What follows belongs to an exercise in optimizing a design on an open flow for a short achievable clock period and few clock cycles; a production flow would make more cautious choices. The RTL was checked by simulation tests, not by an equivalence proof against the original design. Power is estimated from default activity; no workload was simulated.

### flow/run.sh
#!/bin/bash
# synth_recipe.tcl (not shown) runs the flow's synth.tcl, then flattens the netlist and writes it again
# the make line also repeats each setting of config.mk as NAME=value (left out here)
make -C /OpenROAD-flow-scripts/flow DESIGN_CONFIG=/design/flow/config.mk WORK_HOME=/design/flow/orfs CLKGATE_MAP_FILE= SYNTH_SCRIPT=/design/flow/synth_recipe.tcl finish
### flow/config.mk
export PLATFORM = sky130hd
export DESIGN_NAME = free_xor_garbler
export DESIGN_NICKNAME = free_xor_garbler
export VERILOG_FILES = /design/flow/design.v
export SDC_FILE = /design/flow/constraint.sdc
export NUM_CORES = 4
export LEC_CHECK = 0
export ABC_CLOCK_PERIOD_IN_PS = 2800
export CAP_MARGIN = 20
export CORE_MARGIN = 2
export CORE_UTILIZATION = 65
export CTS_CLUSTER_DIAMETER = 80
export CTS_CLUSTER_SIZE = 30
export PLACE_DENSITY = 0.72
export SETUP_SLACK_MARGIN = 3.4
export SLEW_MARGIN = 20
export TNS_END_PERCENT = 20
### flow/design.v
`default_nettype none
package gc_pkg;
	typedef enum logic [1:0] {
		GATE_XOR  = 2'd0,
		GATE_XNOR = 2'd1,
		GATE_NOT  = 2'd2
	} gate_op_e;
	typedef enum logic [2:0] {
		TAG_NONE  = 3'b000,
		TAG_KEY   = 3'b001,
		TAG_GATE  = 3'b010,
		TAG_MASK  = 3'b011,
		TAG_INPUT = 3'b101
	} stream_tag_e;
	typedef enum logic [2:0] {IDLE, GEN_R, INPUTS, READ, EVAL, MASKS} ctrl_state_e;
	typedef struct packed {
		logic [32-3*6-1:0] rsvd;
		logic [6-1:0]              output_count;
		logic [6-1:0]              gate_count;
		logic [6-1:0]              input_count;   
	} sizes_view_t;
	typedef struct packed {
		logic [32-2*6-6:0] rsvd;
		logic                              is_output;
		logic                              in1_is_input;
		logic [6-1:0]              in1;
		logic                              in0_is_input;
		logic [6-1:0]              in0;
		gate_op_e                          op;   
	} gate_view_t;
	typedef union packed {
		sizes_view_t sizes;
		gate_view_t  gate;
	} netlist_word_u;
endpackage
`default_nettype wire
`timescale 1ns/1ps
`default_nettype none
module free_xor_garbler (
	input  logic                      clk,
	input  logic                      rst,
	input  logic [12-1:0] paddr,
	input  logic                      psel,
	input  logic                      penable,
	input  logic                      pwrite,
	input  logic [32-1:0]     pwdata,
	output logic [32-1:0]     prdata,
	output logic                      pready,
	output logic                      pslverr,
	input  logic                      start,
	output logic                      busy,
	output logic [2:0]                 tag,
	output logic [6-1:0]      index0,
	output logic [32-1:0]    data0,
	output logic [32-1:0]    data1
);
	localparam int          W    = 32;
	localparam int          NG   = 64;
	localparam int          NL   = 2 * NG;      
	localparam int          RS   = 6;           
	localparam int          NC   = NG >> RS;    
	localparam logic [31:0] POLY = 32'h8020_0003;
	localparam logic [2:0] T_NONE  = 3'b000;
	localparam logic [2:0] T_KEY   = 3'b001;
	localparam logic [2:0] T_GATE  = 3'b010;
	localparam logic [2:0] T_MASK  = 3'b011;
	localparam logic [2:0] T_INPUT = 3'b101;
	function automatic logic [W-1:0] lfsr_step(input logic [W-1:0] s);
		lfsr_step = {1'b0, s[W-1:1]} ^ ({W{s[0]}} & POLY);
	endfunction
	logic busy_q, busy_d, start_ok;
	logic [NG-1:0][31:0] gmem;
	logic [31:0]         sizes_q;
	logic                hit_sizes, hit_gate, addr_ok, setup_wr;
	logic [NG-1:0]       gwe_q;
	logic                swe_q, perr_q;
	logic [NC-1:0][31:0] rcand_q;
	logic [NC-1:0]       rgrp_q;
	logic                rsz_q;
	assign hit_sizes = paddr == 12'h000;
	assign hit_gate  = (paddr[11:8] == 4'h1) && (paddr[1:0] == 2'b00);
	assign addr_ok   = hit_sizes | hit_gate;
	assign setup_wr  = psel & ~penable & pwrite & ~busy_d;   
	always_ff @(posedge clk or posedge rst) begin
		if (rst) begin
			gwe_q  <= '0;
			swe_q  <= 1'b0;
			perr_q <= 1'b0;
		end else begin
			for (int j = 0; j < NG; j++)
				gwe_q[j] <= setup_wr & hit_gate & (paddr[7:2] == 6'(j));
			swe_q  <= setup_wr & hit_sizes;
			perr_q <= ~addr_ok | (pwrite & busy_d);
		end
	end
	always_ff @(posedge clk) begin
		for (int j = 0; j < NG; j++)
			if (gwe_q[j])
				gmem[j] <= pwdata;
	end
	always_ff @(posedge clk or posedge rst) begin
		if (rst)
			sizes_q <= '0;
		else if (swe_q)
			sizes_q <= pwdata;
	end
	always_ff @(posedge clk) begin
		for (int c = 0; c < NC; c++) begin
			rcand_q[c] <= gmem[(c << RS) | int'(paddr[RS+1:2])];
			rgrp_q[c]  <= ~hit_sizes & ((paddr[7:2] >> RS) == 6'(c));
		end
		rsz_q <= hit_sizes;
	end
	always_comb begin
		prdata = rsz_q ? sizes_q : '0;
		for (int c = 0; c < NC; c++)
			prdata = prdata | (rgrp_q[c] ? rcand_q[c] : '0);
	end
	assign pready  = 1'b1;
	assign pslverr = perr_q;
	logic [5:0] n_in, n_gate;
	logic [5:0] in_last_q, in_m2_q, g_last_q;
	logic       g_zero_q;
	logic       ph_in, ph_gate, ph_mask;
	logic [5:0] in_cnt, g_cnt;
	logic       last_in, last_g;
	assign n_in     = sizes_q[5:0];
	assign n_gate   = sizes_q[11:6];
	assign start_ok = start & ~busy_q;
	assign busy_d   = busy_q ? ~ph_mask : start_ok;
	assign last_in  = in_cnt == in_last_q;
	assign last_g   = g_cnt == g_last_q;
	always_ff @(posedge clk) begin
		in_last_q <= n_in - 6'd1;
		in_m2_q   <= n_in - 6'd2;
		g_last_q  <= n_gate - 6'd1;
		g_zero_q  <= n_gate == '0;
	end
	always_ff @(posedge clk or posedge rst) begin
		if (rst) begin
			busy_q  <= 1'b0;
			ph_in   <= 1'b0;
			ph_gate <= 1'b0;
			ph_mask <= 1'b0;
			in_cnt  <= '0;
			g_cnt   <= '0;
		end else begin
			busy_q <= busy_d;
			if (!busy_q) begin
				ph_in   <= start_ok & (n_in != '0);
				ph_gate <= 1'b0;
				ph_mask <= start_ok & (n_in == '0);
				in_cnt  <= '0;
				g_cnt   <= '0;
			end else begin
				if (ph_in) begin
					in_cnt <= in_cnt + 6'd1;
					if (last_in) begin
						ph_in   <= 1'b0;
						ph_gate <= ~g_zero_q;
						ph_mask <= g_zero_q;
					end
				end
				if (ph_gate) begin
					g_cnt <= g_cnt + 6'd1;
					if (last_g) begin
						ph_gate <= 1'b0;
						ph_mask <= 1'b1;
					end
				end
				if (ph_mask)
					ph_mask <= 1'b0;
			end
		end
	end
	logic [W-1:0] lfsr_q, lfsr_nx, r_q;
	assign lfsr_nx = lfsr_step(lfsr_q);
	always_ff @(posedge clk or posedge rst) begin
		if (rst)
			lfsr_q <= 32'h1D87_2B41;
		else if (start_ok | ph_in)
			lfsr_q <= lfsr_nx;   
	end
	always_ff @(posedge clk) begin
		if (!busy_q)
			r_q <= {lfsr_nx[W-1:1], 1'b1};
	end
	logic [NG-1:0] fsel_q;   
	logic [5:0]    fcnt_q;   
	logic          fgo_q, f_start, f_adv, f_step, f_rst;
	logic [6:0]    p1_q, p2_q, p1e, p2e;
	logic [16:0]   fw_nx, fw_q;
	logic [6:0]    a_id, b_id;
	logic          use_b;
	assign f_start = (~busy_q & start_ok & (n_in == 6'd1)) | (ph_in & (in_cnt == in_m2_q));
	assign f_adv   = fgo_q | f_start;
	assign f_rst   = ~busy_q | ph_mask;
	assign f_step  = f_adv & ~(busy_q & ph_mask);
	assign p1e = fgo_q ? p1_q : {1'b0, n_in - 6'd1};
	assign p2e = fgo_q ? p2_q : {1'b0, n_in - 6'd2};
	always_comb begin
		fw_nx = '0;
		for (int j = 0; j < NG; j++)
			fw_nx = fw_nx | (fsel_q[j] ? gmem[j][16:0] : '0);
	end
	always_ff @(posedge clk) begin
		if (f_step)
			fw_q <= fw_nx;
		else if (f_rst)
			fw_q <= gwe_q[0] ? pwdata[16:0] : gmem[0][16:0];
	end
	assign a_id  = {~fw_q[8], fw_q[7:2]};
	assign b_id  = {~fw_q[15], fw_q[14:9]};
	assign use_b = ~fw_q[1];   
	always_ff @(posedge clk or posedge rst) begin
		if (rst) begin
			fsel_q <= NG'(2);
			fcnt_q <= '0;
			fgo_q  <= 1'b0;
		end else if (f_step) begin
			fsel_q <= fsel_q << 1;
			fcnt_q <= fcnt_q + 6'd1;
			fgo_q  <= 1'b1;
		end else if (f_rst) begin
			fsel_q <= NG'(2);
			fcnt_q <= '0;
			fgo_q  <= 1'b0;
		end
	end
	always_ff @(posedge clk) begin
		if (f_adv) begin
			p1_q <= {1'b1, fcnt_q};
			p2_q <= p1e;
		end
	end
	logic [NL-1:0] a_sel_q, b_sel_q;
	logic          a_f1_q, a_f2_q, b_f1_q, b_f2_q, f_addr_q, f_out_q;
	always_ff @(posedge clk) begin
		a_sel_q  <= NL'(1) << a_id;
		b_sel_q  <= use_b ? NL'(1) << b_id : '0;
		a_f1_q   <= a_id == p1e;
		a_f2_q   <= a_id == p2e;
		b_f1_q   <= use_b & (b_id == p1e);
		b_f2_q   <= use_b & (b_id == p2e);
		f_addr_q <= fw_q[1] | fw_q[0];   
		f_out_q  <= fw_q[16];
	end
	logic [NL-1:0][W-1:0] lab;
	logic [W-1:0]         rd_a, rd_b, wdata_q, opa_q, opb_q, rt_q;
	logic                 xa1_q, xb1_q, x_out_q;
	always_comb begin
		rd_a = '0;
		rd_b = '0;
		for (int e = 0; e < NL; e++) begin
			rd_a = rd_a | (a_sel_q[e] ? lab[e] : '0);
			rd_b = rd_b | (b_sel_q[e] ? lab[e] : '0);
		end
	end
	always_ff @(posedge clk) begin
		opa_q   <= a_f2_q ? wdata_q : rd_a;
		opb_q   <= b_f2_q ? wdata_q : rd_b;
		xa1_q   <= a_f1_q;
		xb1_q   <= b_f1_q;
		rt_q    <= f_addr_q ? r_q : '0;
		x_out_q <= f_out_q;
	end
	logic [W-1:0]  fwd_q, op_a, op_b, v;
	logic [NL-1:0] wsel_q;
	assign op_a = xa1_q ? fwd_q : opa_q;
	assign op_b = xb1_q ? fwd_q : opb_q;
	assign v    = ph_gate ? (op_a ^ op_b ^ rt_q) : lfsr_nx;
	always_ff @(posedge clk) begin
		fwd_q <= v;
		if (ph_in | ph_gate)
			wdata_q <= v;   
	end
	always_ff @(posedge clk or posedge rst) begin
		if (rst)
			wsel_q <= '0;
		else if (ph_in)
			wsel_q <= NL'(1) << in_cnt;
		else if (ph_gate)
			wsel_q <= NL'(1) << (NG + int'(g_cnt));
		else
			wsel_q <= '0;
	end
	always_ff @(posedge clk) begin
		for (int e = 0; e < NL; e++)
			if (wsel_q[e])
				lab[e] <= wdata_q;
	end
	logic [31:0] mptr_q, mpend_q, mask_q, mask_now;
	assign mask_now = mask_q | (mpend_q & {32{fwd_q[0]}});
	always_ff @(posedge clk) begin
		if (!busy_q) begin
			mptr_q  <= 32'd1;
			mpend_q <= '0;
			mask_q  <= '0;
		end else begin
			mask_q  <= mask_now;
			mpend_q <= (ph_gate & x_out_q) ? mptr_q : '0;
			if (ph_gate & x_out_q)
				mptr_q <= mptr_q << 1;
		end
	end
	always_ff @(posedge clk or posedge rst) begin
		if (rst)
			tag <= T_NONE;
		else if (!busy_q)
			tag <= start_ok ? T_KEY : T_NONE;
		else if (ph_in)
			tag <= T_INPUT;
		else if (ph_gate)
			tag <= T_GATE;
		else
			tag <= T_MASK;
	end
	always_ff @(posedge clk) begin
		if (!busy_q) begin
			index0 <= '0;
			data0  <= {lfsr_nx[W-1:1], 1'b1};   
			data1  <= '0;
		end else if (ph_mask) begin
			index0 <= sizes_q[17:12];
			data0  <= mask_now;
			data1  <= '0;
		end else begin
			index0 <= ph_gate ? g_cnt : in_cnt;
			data0  <= v;
			data1  <= v ^ r_q;
		end
	end
	assign busy = busy_q;
endmodule
`default_nettype wire
### flow/constraint.sdc
create_clock -name core_clock -period 6.5 [get_ports {clk}]
set_input_delay 1.3000 -clock core_clock [delete_from_list [all_inputs] [get_ports {clk}]]
set_output_delay 1.3000 -clock core_clock [all_outputs]
set_load 0.01 [all_outputs]
==> run notes, run 1 <==
- The largest total area in the synthesized netlist belongs to edfxtp_1.
- Of the total synthesized cell area, the portion taken by XOR and XNOR cells is less than 1%.
- For this run, the number of Yosys warnings is 1.
* Dominant combinational cell family by area after synthesis: compound AO/OA/AOI/OAI gates
* Synthesized instance count: ~17000
- Clock tree synthesis found a total of about 7200 sinks.
- Detail Placement HPWL: between 1000000 and 1500000 µm
- Once the floorplan was initialized, standard cells occupied 65.2% of the core.
- Port buffering added between 150 and 200 buffers.
- The congestion estimate from routability-driven global placement came to approximately 1.3.
* Yosys top cell area share: about two thirds
- GR Util All Layers: 101%
* Post-synthesis adder-cell area fraction: less than 1%
- In this run the count of I/O pins placed on the die edge is between 150 and 200.
* Clock H-tree levels: 5
- Pin count of the biggest net entering global routing: between 100 and 150
- Count of different cell masters after synthesis: 63
- Sequential share of the synthesized area: 73.5%
- For this run the aggregate overflow at the end of global routing stands at between 15000 and 20000.
* Max clock buf depth: 4
- Ranked by total cell area, the synthesized netlist is headed by edfxtp_1 66%, a22o_1 5.8%, a221oi_1 5.5%.
* Prevailing post-synth register cell: edfxtp_1
* Number of flops mapped to enable cells by yosys: a little over 6000
* Halt point of the flow: 5_1_grt
* Hold-fix buffer count after cts: 0
- Synthesized area divided by synthesized cell count: between 15 and 20 µm²
- The cell sitting at the root of the clock tree is a clkbuf_16.
- Summing all placed instances gives a cell area of approximately 300000 µm².
- Synth Register Bits: 7196
- The run stopped with a tool error.
- Via count of the first global-routing pass: 265185
* Top-count cell post-synth: edfxtp_1
* Compound-gate portion of the synthesized area: between 15 and 20%
- Height of the die: approximately 660 µm
- Post-Syn Nets: between 15000 and 20000
- The first global-routing pass estimated roughly 3000000 µm of wire.
* First error line in the log: [ERROR GRT-0116] Global routing finished with congestion. Check the congestion regions in the DRC Viewer.
- Multiplexer cells account for roughly 4.6% of the synthesized area.
* Cell types with the highest counts after synthesis: 6237 x edfxtp_1, 1868 x a22o_1, 1772 x a221oi_1
- The number of clock buffers added by TritonCTS is 295.
- The floorplan has ~240 rows.
* Area of the mapped netlist: around 280000 µm²
- After Yosys synthesis, and, or, nand and nor cells account for roughly 3.7% of the synthesized area.
- For this run, asynchronously set or reset flops after synthesis account for under 10%.
- Die Wd: 664 µm
## metrics by stage
step                      hold WS (ps)  worst slack [ps]  cells
after floorplan                    310               568  16827
after global placement             424              2140  22252
after detailed placement           431              2070  22254
after CTS                          455              2930  22832
## per-layer routing
layer,track usage (%),GRT overflow
met5,90.7,337
met4,102,4081
met3,97.6,2834
met2,107,8115
met1,99.8,3348
## power groups by stage
stage	Sequential, mW	Clock (mW)	Combinational, mW
after floorplan	60.1	0	8.46
after global placement	60.8	0	20.5
after detailed placement	60.8	0	21.0
after CTS	59.8	23.8	21.3
## cells by family after synthesis
kind of cell / Yosys count
compound gates: 5418
xor+xnor: 130
fa+ha+maj: 20
buf+inv: 1375
flops: 7196
mux: 665
other cells: 1
simple gates: 2022
## how the worst min path moves through the flow
stage          depth (start not counted)    endpoint        from
2_1_floorplan                          0     x_out_q     f_out_q
3_3_place_gp                           1  mptr_q[25]  mptr_q[25]
3_5_place_dp                           1  mptr_q[29]  mptr_q[29]
4_1_cts                                1  mptr_q[29]  mptr_q[29]
## repair_timing
item / 4_1_cts
gates resized for setup: 244
pin swaps: 24
cloned: 2
endpoints found under the setup margin: 195
buffers inserted: 37
Testbench counts, summed over its fixed seeds: cycles 40,420.
==> run 2, diff against run 1 <==
--- a/flow/design.v
+++ b/flow/design.v
@@ -57,8 +57,6 @@
 	localparam int          W    = 32;
 	localparam int          NG   = 64;
 	localparam int          NL   = 2 * NG;      
-	localparam int          RS   = 6;           
-	localparam int          NC   = NG >> RS;    
 	localparam logic [31:0] POLY = 32'h8020_0003;
 	localparam logic [2:0] T_NONE  = 3'b000;
 	localparam logic [2:0] T_KEY   = 3'b001;
@@ -74,9 +72,6 @@
 	logic                hit_sizes, hit_gate, addr_ok, setup_wr;
 	logic [NG-1:0]       gwe_q;
 	logic                swe_q, perr_q;
-	logic [NC-1:0][31:0] rcand_q;
-	logic [NC-1:0]       rgrp_q;
-	logic                rsz_q;
 	assign hit_sizes = paddr == 12'h000;
 	assign hit_gate  = (paddr[11:8] == 4'h1) && (paddr[1:0] == 2'b00);
 	assign addr_ok   = hit_sizes | hit_gate;
@@ -104,18 +99,10 @@
 		else if (swe_q)
 			sizes_q <= pwdata;
 	end
-	always_ff @(posedge clk) begin
-		for (int c = 0; c < NC; c++) begin
-			rcand_q[c] <= gmem[(c << RS) | int'(paddr[RS+1:2])];
-			rgrp_q[c]  <= ~hit_sizes & ((paddr[7:2] >> RS) == 6'(c));
-		end
-		rsz_q <= hit_sizes;
-	end
-	always_comb begin
-		prdata = rsz_q ? sizes_q : '0;
-		for (int c = 0; c < NC; c++)
-			prdata = prdata | (rgrp_q[c] ? rcand_q[c] : '0);
-	end
+	logic [31:0] prd_q;
+	always_ff @(posedge clk)
+		prd_q <= hit_sizes ? sizes_q : gmem[paddr[7:2]];
+	assign prdata = prd_q;
 	assign pready  = 1'b1;
 	assign pslverr = perr_q;
 	logic [5:0] n_in, n_gate;
@@ -185,7 +172,7 @@
 		if (!busy_q)
 			r_q <= {lfsr_nx[W-1:1], 1'b1};
 	end
-	logic [NG-1:0] fsel_q;   
+	logic [5:0]    fnx_q;    
 	logic [5:0]    fcnt_q;   
 	logic          fgo_q, f_start, f_adv, f_step, f_rst;
 	logic [6:0]    p1_q, p2_q, p1e, p2e;
@@ -198,31 +185,30 @@
 	assign f_step  = f_adv & ~(busy_q & ph_mask);
 	assign p1e = fgo_q ? p1_q : {1'b0, n_in - 6'd1};
 	assign p2e = fgo_q ? p2_q : {1'b0, n_in - 6'd2};
+	logic [16:0] fw0_q, fwe;
 	always_comb begin
-		fw_nx = '0;
-		for (int j = 0; j < NG; j++)
-			fw_nx = fw_nx | (fsel_q[j] ? gmem[j][16:0] : '0);
+		fw_nx = gmem[fnx_q][16:0];
 	end
 	always_ff @(posedge clk) begin
-		if (f_step)
-			fw_q <= fw_nx;
-		else if (f_rst)
-			fw_q <= gwe_q[0] ? pwdata[16:0] : gmem[0][16:0];
+		fw_q <= fw_nx;
+		if (!busy_q)
+			fw0_q <= gwe_q[0] ? pwdata[16:0] : gmem[0][16:0];
 	end
-	assign a_id  = {~fw_q[8], fw_q[7:2]};
-	assign b_id  = {~fw_q[15], fw_q[14:9]};
-	assign use_b = ~fw_q[1];   
+	assign fwe = fgo_q ? fw_q : fw0_q;
+	assign a_id  = {~fwe[8], fwe[7:2]};
+	assign b_id  = {~fwe[15], fwe[14:9]};
+	assign use_b = ~fwe[1];   
 	always_ff @(posedge clk or posedge rst) begin
 		if (rst) begin
-			fsel_q <= NG'(2);
+			fnx_q  <= 6'd1;
 			fcnt_q <= '0;
 			fgo_q  <= 1'b0;
 		end else if (f_step) begin
-			fsel_q <= fsel_q << 1;
+			fnx_q  <= fnx_q + 6'd1;
 			fcnt_q <= fcnt_q + 6'd1;
 			fgo_q  <= 1'b1;
 		end else if (f_rst) begin
-			fsel_q <= NG'(2);
+			fnx_q  <= 6'd1;
 			fcnt_q <= '0;
 			fgo_q  <= 1'b0;
 		end
@@ -233,17 +219,20 @@
 			p2_q <= p1e;
 		end
 	end
-	logic [NL-1:0] a_sel_q, b_sel_q;
+	logic [3:0]    a_lo_q, b_lo_q;   
+	logic [7:0]    a_hi_q, b_hi_q;   
 	logic          a_f1_q, a_f2_q, b_f1_q, b_f2_q, f_addr_q, f_out_q;
 	always_ff @(posedge clk) begin
-		a_sel_q  <= NL'(1) << a_id;
-		b_sel_q  <= use_b ? NL'(1) << b_id : '0;
+		a_lo_q   <= a_id[3:0];
+		b_lo_q   <= b_id[3:0];
+		a_hi_q   <= 8'(1) << a_id[6:4];
+		b_hi_q   <= use_b ? 8'(1) << b_id[6:4] : '0;
 		a_f1_q   <= a_id == p1e;
 		a_f2_q   <= a_id == p2e;
 		b_f1_q   <= use_b & (b_id == p1e);
 		b_f2_q   <= use_b & (b_id == p2e);
-		f_addr_q <= fw_q[1] | fw_q[0];   
-		f_out_q  <= fw_q[16];
+		f_addr_q <= fwe[1] | fwe[0];   
+		f_out_q  <= fwe[16];
 	end
 	logic [NL-1:0][W-1:0] lab;
 	logic [W-1:0]         rd_a, rd_b, wdata_q, opa_q, opb_q, rt_q;
@@ -251,9 +240,9 @@
 	always_comb begin
 		rd_a = '0;
 		rd_b = '0;
-		for (int e = 0; e < NL; e++) begin
-			rd_a = rd_a | (a_sel_q[e] ? lab[e] : '0);
-			rd_b = rd_b | (b_sel_q[e] ? lab[e] : '0);
+		for (int h = 0; h < 8; h++) begin
+			rd_a = rd_a | (a_hi_q[h] ? lab[{3'(h), a_lo_q}] : '0);
+			rd_b = rd_b | (b_hi_q[h] ? lab[{3'(h), b_lo_q}] : '0);
 		end
 	end
 	always_ff @(posedge clk) begin
==> flow/config.mk (replaced) <==
export PLATFORM = sky130hd
export DESIGN_NAME = free_xor_garbler
export DESIGN_NICKNAME = free_xor_garbler
export VERILOG_FILES = /design/flow/design.v
export SDC_FILE = /design/flow/constraint.sdc
export NUM_CORES = 4
export LEC_CHECK = 0
export ABC_CLOCK_PERIOD_IN_PS = 2800
export CAP_MARGIN = 20
export CORE_MARGIN = 2
export CORE_UTILIZATION = 30
export PLACE_DENSITY = 0.45
export SETUP_SLACK_MARGIN = 3.6
export SLEW_MARGIN = 20
export TNS_END_PERCENT = 100
==> run 2 against run 1 <==
Now clean on timing, DRC and antenna. Synthesized cell count is 3.2% lower. Area after synthesis is 6.5% higher.
==> run notes, run 2 <==
- The flow ran to the end and the layout has no timing, DRC or antenna violations.
* Clock skew after layout: about 94 ps
- The sink count of the clock tree came to 6922 (-3.8%).
- Clock-pin slew was measured on the worst setup and hold paths at 70 ps.
- The worst hold path begins at f_out_q.
- Counting I/O delays and the setup requirement, the final critical path takes around 3600 ps.
- The area of the mapped netlist came to 302000 µm² (+6.5%).
* Number of primary I/O pins: 158 (unchanged)
* Areal power density over the cells: between 400 and 500 nW/µm²
- The post-synthesis net count came to 16358 (-3.2%).
- The number of different library cells in the post-synthesis netlist is 63 (unchanged).
- The post-synthesis async set-or-reset flop share was 4.19% (-0.63 points).
- The die span in y is 1010 µm (+52%).
- The synthesis warning total came to 1 (unchanged).
- Largest Register: lab
- Layout cells sized above 1: around 34%
* Placed cell count: 29389 (+32%)
- The portion of synthesized cell area occupied by the leading cell type was 62.0% (-4.0 points).
- Number of vias after detailed routing: approximately 180k
- GR Util All Layers: between 20 and 25%
- Arrival time at the worst endpoint: ~4600 ps
- The count of final hold-check violations came to 0.
- Setup repair after global routing could not meet its margin everywhere.
- Largest register FFs: approximately 4000
* Element type at the critical path end: flip-flop
- Max clock buf depth: 5 (+1)
- Post-route setup slack: ~2900 ps
- Die Wd: 1010 µm (+52%)
- After synthesis, the most frequently instantiated cells are 6237 x edfxtp_1, 2242 x mux4_2, 1748 x mux2i_1.
- Adding up every negative setup slack in the final design gives 0 ps.
- Worst setup timing slack at the placement stage: 1700 ps (-371 ps)
- The half-perimeter wire length after detailed placement was 776000 µm (-35%).
* Area contributors post-synth: edfxtp_1 62%, mux4_2 17%, mux2i_1 5.8%
* Final max-slew violation count: 0
* Most common cell after layout, fill and taps aside: edfxtp_1
- At the end of the flow, the number of nets in the layout was ~18000.
- In the final routed layout, each cell accounts on average for roughly 41 µm.
* Drt drc: 0
- The tool flagged a number of max-cap violations equal to 0.
* Clock latency of the later-clocked register in the worst-skew pair: ~1100 ps
- Excluding fillers, the count of instances in the completed layout stands at between 30000 and 40000.
* Final worst hold slack: around 330 ps
- Area of the core: between 1000000 and 1500000 µm²
* Via count of the first global-routing pass: about 180k
* Die area: 1010000 µm²
* WP data required: 7490 ps
- Max Freq: 276 MHz
* Initial antenna violation count: 102
- The first detailed-routing pass ran for 8 iterations.
- The synthesized netlist cell count is 16288 (-3.2%).
* Type of the worst setup path: flip-flop to flip-flop
- The number of rows in the core area came to 368 (+52%).
- Biggest registers after layout: lab x4096, gmem x2048, wsel_q x128
- CTS Root Cell: clkbuf_16
- Transition time of the tightest slew-check pin: approximately 1400 ps
* Cts bufs inserted: 762 (+160%)
* Most frequent cells in the layout: 6237 x edfxtp_1, 2242 x mux4_2, 1579 x mux2i_1
- Global routing finished with a remaining overflow of 0.
- IR drop worst, VDD: around 0.38 mV
- Entering global routing, the biggest net connects roughly 130 pins.
* Number of flops mapped to enable cells by yosys: 6237 (unchanged)
- Final GP Congestion: 0.915 (-29%)
- Routed Antenna Nets: 0
- In this run the worst path has a maximum fanout of 30.
- In this run the static leakage power is about 120 nW.
- Total of buffers placed on input and output ports: 156 (unchanged)
* Launch instance of the worst register-to-register path: a_lo_q[2]
* Share of the core filled with cells: a little over a third
* Initial core utilization: 30.1% (-35 points)
- After filler insertion, the fill cell instance count of the layout stands at 92961.
- Slew margin rel.: a little under a tenth
- Number of DRC markers in iteration 0: around 25000
- The deepest level of the CTS H-tree came to 6 (+1).
- Prevailing post-synth register cell: edfxtp_1
- Of all cell types, the one taking the most synthesized area is edfxtp_1.
- The hold-fix buffer count after cts was 0 (unchanged).
- Sequential share of the synthesized area: 67.1% (-6.4 points)
* Average via count per standard cell: between 5 and 6
- Critical path launch point type: flip-flop
- edfxtp_1 is the most common cell in the netlist.
- Wire length of the first global-routing pass: 1710000 µm
* Kind of path behind the tightest hold check: flip-flop to flip-flop
* Number of endpoints failing setup at the final stage: 0
- Compared with the post-synthesis result, the final layout area differs by 21.3%.
- The most critical setup path has its startpoint at a_lo_q[2].
- The flip-flop and latch count after synthesis came to 6922 (-3.8%).
* Synthesized area divided by synthesized cell count: 18.5 µm² (+10%)
- Final routed wirelength across all metal layers: 1310000 µm
- TritonCTS built the clock tree.
* Fraction of the cycle the final worst path needs: 55.8%
run 2: changes by cell type after synthesis, sizes merged, moves of 164 or more:
cell	change
mux4	+1730
a221oi	-1699
a22o	-1803
clkbuf	-465
buf	+416
nand4	-530
mux2i	+1638
dfxtp	-217
a22oi	-322
nand2	+286
o22ai	+164
run 2: stage by stage:
stage          total power, mW  instance area (µm²)
6_report                   178               366000
3_5_place_dp               119               324000
2_1_floorplan             89.3               303000
5_1_grt                    181               366000
3_3_place_gp               119               323000
4_1_cts                    173               361000
run 2: what timing repair did:
item                                    CTS  global route
gates cloned                            126            45
buffers inserted                        350           213
pin swaps                               211           188
setup endpoints to repair               322           229
gates resized for setup                1833           418
endpoints found under the hold margin     0             0
run 2: cells by family (layout without fill, tap and decap cells):
logic type	count (synthesis)	count (layout)	synth area share (%)
buf+inv	1308	3216	1.97
other cells	1	66	0.00124
compound gates	2158	2158	5.04
mux	4080	4080	22.9
flops	6922	6922	67.1
xor+xnor	165	165	0.479
fa+ha+maj	20	20	0.0829
simple gates	1634	1637	2.50
run 2: critical path: stages (launching register included):
cell and delay, ps:
dfxtp_4 420, nor2_4 150, buf_12 170, buf_16 240, buf_12 280, a22oi_1 120
nand3_1 130, nand4_1 710, nor4_4 740, buf_4 240, a32oi_1 80
run 2: final timing paths:
kind / end / slack (ps) / cells past startpoint
setup / recovery: opa_q[18] / 2870 / 10
hold / removal: x_out_q / 330 / 0
min in group asynchronous: g_cnt[0] / 620 / 2
hold reg to reg: x_out_q / 330 / 0
setup reg to reg: opa_q[18] / 2870 / 10
max in group asynchronous: wsel_q[25] / 4420 / 3
run 2: final cells by class:
class | count | area [µm²] | area share [%]
Tap cell | 13320 | 16700 | 4.55
Antenna cell | 65 | 163 | 0.0444
Clock buffer | 1015 | 21000 | 5.72
Sequential cell | 6922 | 203000 | 55.5
Multi-Input combinational cell | 8061 | 99200 | 27.1
Inverter | 90 | 352 | 0.0960
Timing Repair Buffer | 1731 | 22700 | 6.20
Clock inverter | 380 | 2940 | 0.804
run 2: power breakdown:
group | total (mW) | internal (mW) | leakage, nW | switching, mW
clock | 42.7 | 24.0 | 11.7 | 18.8
sequential | 56.8 | 54.4 | 63.1 | 2.48
combinational | 78.1 | 30.7 | 45.5 | 47.4
run 2: metal layers:
layer,part of all wire [%],routed length [µm],up-vias,GRT usage (%)
met1,38,502000,100669,31.7
li1,-,-,71078,-
met4,6.6,86900,26,14.0
met2,47,612000,9613,39.9
met3,8.3,109000,2206,5.23
met5,0.014,188,-,0
Testbench counts of run 2, summed over its fixed seeds: cycles 40,420.
==> run 3, diff against run 2 <==
--- a/flow/design.v
+++ b/flow/design.v
@@ -219,14 +219,13 @@
 			p2_q <= p1e;
 		end
 	end
-	logic [3:0]    a_lo_q, b_lo_q;   
-	logic [7:0]    a_hi_q, b_hi_q;   
+	logic [6:0]    a_id_q, b_id_q;
+	logic          use_b_q;
 	logic          a_f1_q, a_f2_q, b_f1_q, b_f2_q, f_addr_q, f_out_q;
 	always_ff @(posedge clk) begin
-		a_lo_q   <= a_id[3:0];
-		b_lo_q   <= b_id[3:0];
-		a_hi_q   <= 8'(1) << a_id[6:4];
-		b_hi_q   <= use_b ? 8'(1) << b_id[6:4] : '0;
+		a_id_q   <= a_id;
+		b_id_q   <= b_id;
+		use_b_q  <= use_b;
 		a_f1_q   <= a_id == p1e;
 		a_f2_q   <= a_id == p2e;
 		b_f1_q   <= use_b & (b_id == p1e);
@@ -238,12 +237,8 @@
 	logic [W-1:0]         rd_a, rd_b, wdata_q, opa_q, opb_q, rt_q;
 	logic                 xa1_q, xb1_q, x_out_q;
 	always_comb begin
-		rd_a = '0;
-		rd_b = '0;
-		for (int h = 0; h < 8; h++) begin
-			rd_a = rd_a | (a_hi_q[h] ? lab[{3'(h), a_lo_q}] : '0);
-			rd_b = rd_b | (b_hi_q[h] ? lab[{3'(h), b_lo_q}] : '0);
-		end
+		rd_a = lab[a_id_q];
+		rd_b = use_b_q ? lab[b_id_q] : '0;
 	end
 	always_ff @(posedge clk) begin
 		opa_q   <= a_f2_q ? wdata_q : rd_a;
==> run 3 against run 2 <==
Still clean on timing, DRC and antenna. Routed wire length shrank 4.7%. Sequential share of layout area increased by 0.44 points. Combinational power is 2.6% lower. Critical path type unchanged. Critical endpoint is now opa_q[9]. Largest cell class unchanged. Highest routed layer unchanged.
==> run notes, run 3 <==
- The biggest area contributor in the post-synthesis netlist is edfxtp_1.
- The count of maximum capacitance violations is 0 (unchanged).
- Crit path depth: 11 (+1)
- Number of vias after detailed routing: 175595 (-4.4%)
* Sequential share of the synthesized area: 67.0% (-0.091 points)
- The worst setup path is launched from a flip-flop.
- The core area came to 1000000 µm² (unchanged).
- Worst-path fanout max: 6 (-80%)
* Worst path bufs/invs: 6 (+2)
- CTS tree: done
- The worst-case vdd ir drop is 0.438 mV (+16%).
* Cts bufs inserted: 787 (+3.3%)
- Max Freq: 280 MHz (+1.6%)
- Final Net Count: 16922 (-4.1%)
- Clock H-tree levels: 6 (unchanged)
* Worst path most repeated cell: buf_12
* Final GP Congestion: 0.834 (-8.8%)
- WP data required: 7490 ps (about the same)
- CTS Root Cell: clkbuf_16
* Type of the worst setup path: flip-flop to flip-flop
- The clock latency on the worst-skew pair came to 1140 ps (about the same).
- Pin count of the biggest net entering global routing: 131 (unchanged)
- Synthesized instance count: 15698 (-3.6%)
* Drt first pass iters: 6 (-2)
* Routed Antenna Nets: 0 (unchanged)
* Worst hold stages: 0 (unchanged)
- Worst setup timing slack at the placement stage: 1090 ps (-606 ps)
- Arrival time at the worst endpoint: 4560 ps (-60 ps)
- The actual slew at the worst max-slew pin is 1170 ps (-187 ps).
* Leakage dissipation: 117 nW (-2.7%)
* Slew margin rel.: 21.5% (+12 points)
* Area contributors post-synth: edfxtp_1 62%, mux4_2 19%, mux2i_1 3.9%
* GR Util All Layers: 23.9% (-1.0 points)
- Clock transition at the registers of the reported paths: 60 ps (about the same)
- The final setup TNS was 0 ps (unchanged).
* Critical-path top delay cell: a31oi_4
* Synthesized area divided by synthesized cell count: 19.2 µm² (+3.8%)
* Yosys top cell area share: 62.0% (about the same)
* Wire length per cell after detailed routing: 40.3 µm (-2.8%)
- The number of inserted filler cells in the final layout came to 92880 (-0.087%).
- Initial core utilization: 30.1% (about the same)
* Largest Register: lab
- Total number of clock tree sinks: 6913 (-0.13%)
- The least setup slack across all paths after layout is 2930 ps (+55.7 ps).
* Initial antenna violation count: 93 (-8.8%)
- Unrepaired setup endpoints after global routing: true
- Max clock buf depth: 5 (unchanged)
* Endpoints failing hold: 0 (unchanged)
- Cell area reported after detailed placement: 323000 µm² (-0.17%)
- Most common cell after layout, fill and taps aside: edfxtp_1
- By instance count, the leading cell after synthesis is edfxtp_1.
- The post-synthesis net count was 15769 (-3.6%).
- The number of cells traversed by the worst register-to-register path is 11 (+1).
* Drt drc: 0 (unchanged)
* Run status: finished clean
- The largest registers in the layout are lab x4096, gmem x2048, wsel_q x128.
- Cell Rows: 368 (unchanged)
* Total of buffers placed on input and output ports: 156 (unchanged)
* Fraction of the cycle the final worst path needs: 55.0% (-0.86 points)
* Number of flops mapped to enable cells by yosys: 6237 (unchanged)
* Fin area: 363000 µm² (-0.82%)
- The layout cell share with drive strength beyond 1 was 36.1% (+1.9 points).
- The critical path's largest stage delay came to 740 ps (about the same).
* Detail Placement HPWL: 715000 µm (-7.9%)
* Critical path cell sequence: buf_12, buf_16, buf_8, buf_16, buf_12, buf_12, mux4_2, a21oi_2, nand4_1, a31oi_4, nor2_1
- The chip width was 1010 µm (about the same).
* Areal power density over the cells: 485 nW/µm² (about the same)
- Final max-slew violation count: 0 (unchanged)
* Height of the die: 1010 µm (about the same)
* Share of flip-flops with an asynchronous set or reset: 4.19% (+0.0055 points)
- The wire length after detailed routing came to 1250000 µm (-4.7%).
* Wire length of the first global-routing pass: 1640000 µm (-3.9%)
* Largest register FFs: 4096 (unchanged)
* Count of warnings emitted by yosys: 1 (unchanged)
* Clock skew after layout: 92.8 ps (-0.791 ps)
- Die area: 1010000 µm² (about the same)
- Element type at the critical path end: flip-flop
- Kind of path behind the tightest hold check: flip-flop to flip-flop
* Prevailing post-synth register cell: edfxtp_1
* Area of the mapped netlist: 302000 µm² (about the same)
- Number of DRC markers in iteration 0: 20360 (-18%)
* Kind of cell adding the most delay to the critical path: compound AO/OA/AOI/OAI gates
* Most frequent cells in the layout: 6237 x edfxtp_1, 2593 x mux4_2, 1145 x mux2i_1
- Overflow after GRT: 0 (unchanged)
- The detailed-route vias per instance came to 5.67 (-2.5%).
* Time the final worst path needs with I/O delays and setup: 3570 ps (-55.7 ps)
- The worst slack on hold paths is 338 ps (+8.46 ps).
* Number of primary I/O pins: 158 (unchanged)
- The number of different library cells in the post-synthesis netlist was 63 (unchanged).
- The flip-flop and latch count after synthesis was 6913 (-0.13%).
- Area Growth Syn to Fin: 20.2%
- By count the netlist is led by 6237 x edfxtp_1, 2593 x mux4_2, 1171 x mux2i_1.
* Via count of the first global-routing pass: 175993 (-2.1%)
- Number of endpoints failing setup at the final stage: 0 (unchanged)
## run 3: worst paths after layout
kind | end | slack [ps] | startpoint
max in group asynchronous | gwe_q[56] | 4360 | rst
max | opa_q[9] | 2930 | a_id_q[0]
min in group asynchronous | gwe_q[51] | 690 | rst
min | x_out_q | 340 | f_out_q
min reg2reg | x_out_q | 340 | f_out_q
max reg2reg | opa_q[9] | 2930 | a_id_q[0]
## run 3: per-layer routing
metal / routed length, µm / track usage, % / vias up
li1: - / - / 68872
met1: 480000 / 29.8 / 97166
met2: 605000 / 39.9 / 7523
met3: 84700 / 4.38 / 1980
met4: 77200 / 12.4 / 54
met5: 368 / 0 / -
## run 3: repair_timing
| item | 4_1_cts | 5_1_grt |
|---|---|---|
| setup buffers | 368 | 128 |
| pin swaps | 171 | 152 |
| hold buffers | 0 | 0 |
| setup endpoints to repair | 339 | 225 |
| resized for setup | 1641 | 264 |
| gates cloned | 116 | 21 |
## run 3: final cells by class
class                      count  area (µm²)  area share [%]
timing repair buffer        1565       20200            5.57
clock buffer                1055       21500            5.92
clock inverter               388        3350           0.922
tap                        13320       16700            4.59
sequential                  6913      203000            55.9
inverter                      71         288          0.0793
multi-input combinational   7513       97700            26.9
antenna                      146         365           0.101
## run 3: power breakdown
group	switching (mW)	total, mW	internal [mW]
combinational	46.7	76.1	29.4
clock	18.9	43.9	25.0
sequential	1.99	56.3	54.3
total	67.5	176	109
## run 3: cell families (layout without fill, tap and decap cells)
kind of cell	count (synthesis)	in the layout	share of synthesized area, %
adder cells (fa/ha/maj)	21	21	0.0870
XOR/XNOR	167	167	0.484
AO/OA/AOI/OAI	1666	1666	3.94
buffers and inverters	1277	3079	1.87
flip-flops	6913	6913	67.0
multiplexers	4001	4001	24.1
AND/OR/NAND/NOR	1652	1657	2.54
other	1	147	0.00124
## run 3: through the flow
step / utilization, % / cells / power, mW
finish: 36.2 / 30971 / 176
global placement: 32.1 / 28731 / 120
detailed placement: 32.2 / 28749 / 120
CTS: 35.8 / 30676 / 175
global route: 36.2 / 30934 / 180
floorplan: - / 15698 / 90.1
Testbench counts of run 3, summed over its fixed seeds: cycles 40,420.

-- what the ideal ports hide --
How much do the figures lean on ideal ports? The routed layouts below were timed once more, with nothing changed but the port constraints. Step 1: set_driving_cell puts a clkbuf_16 on clk and a buf_2 on each other input, an assumption about the parent block. Step 2 times the ports against the registers' clock, not the clock port: input delays grow and output delays shrink by t, the midpoint of the rising clock arrivals with the driver on. Slacks: ideal / step 1 / step 2; pairs: ideal / step 1.
run | shift t [ns] | slack for setup (ns) | worst data-port slew with drivers (ns) | cell pins on the clock port's net
run 2 | 1.256 | 2.871 / 2.871 / 2.340 | 0.25 | 1
run 3 | 1.256 | 2.927 / 2.927 / 2.300 | 0.35 | 1
After both steps setup and hold are still met in every run listed. For run 3, which loses most, drivers alone change the setup slack by 0.000 ns; drivers and shift together by -0.627 ns.
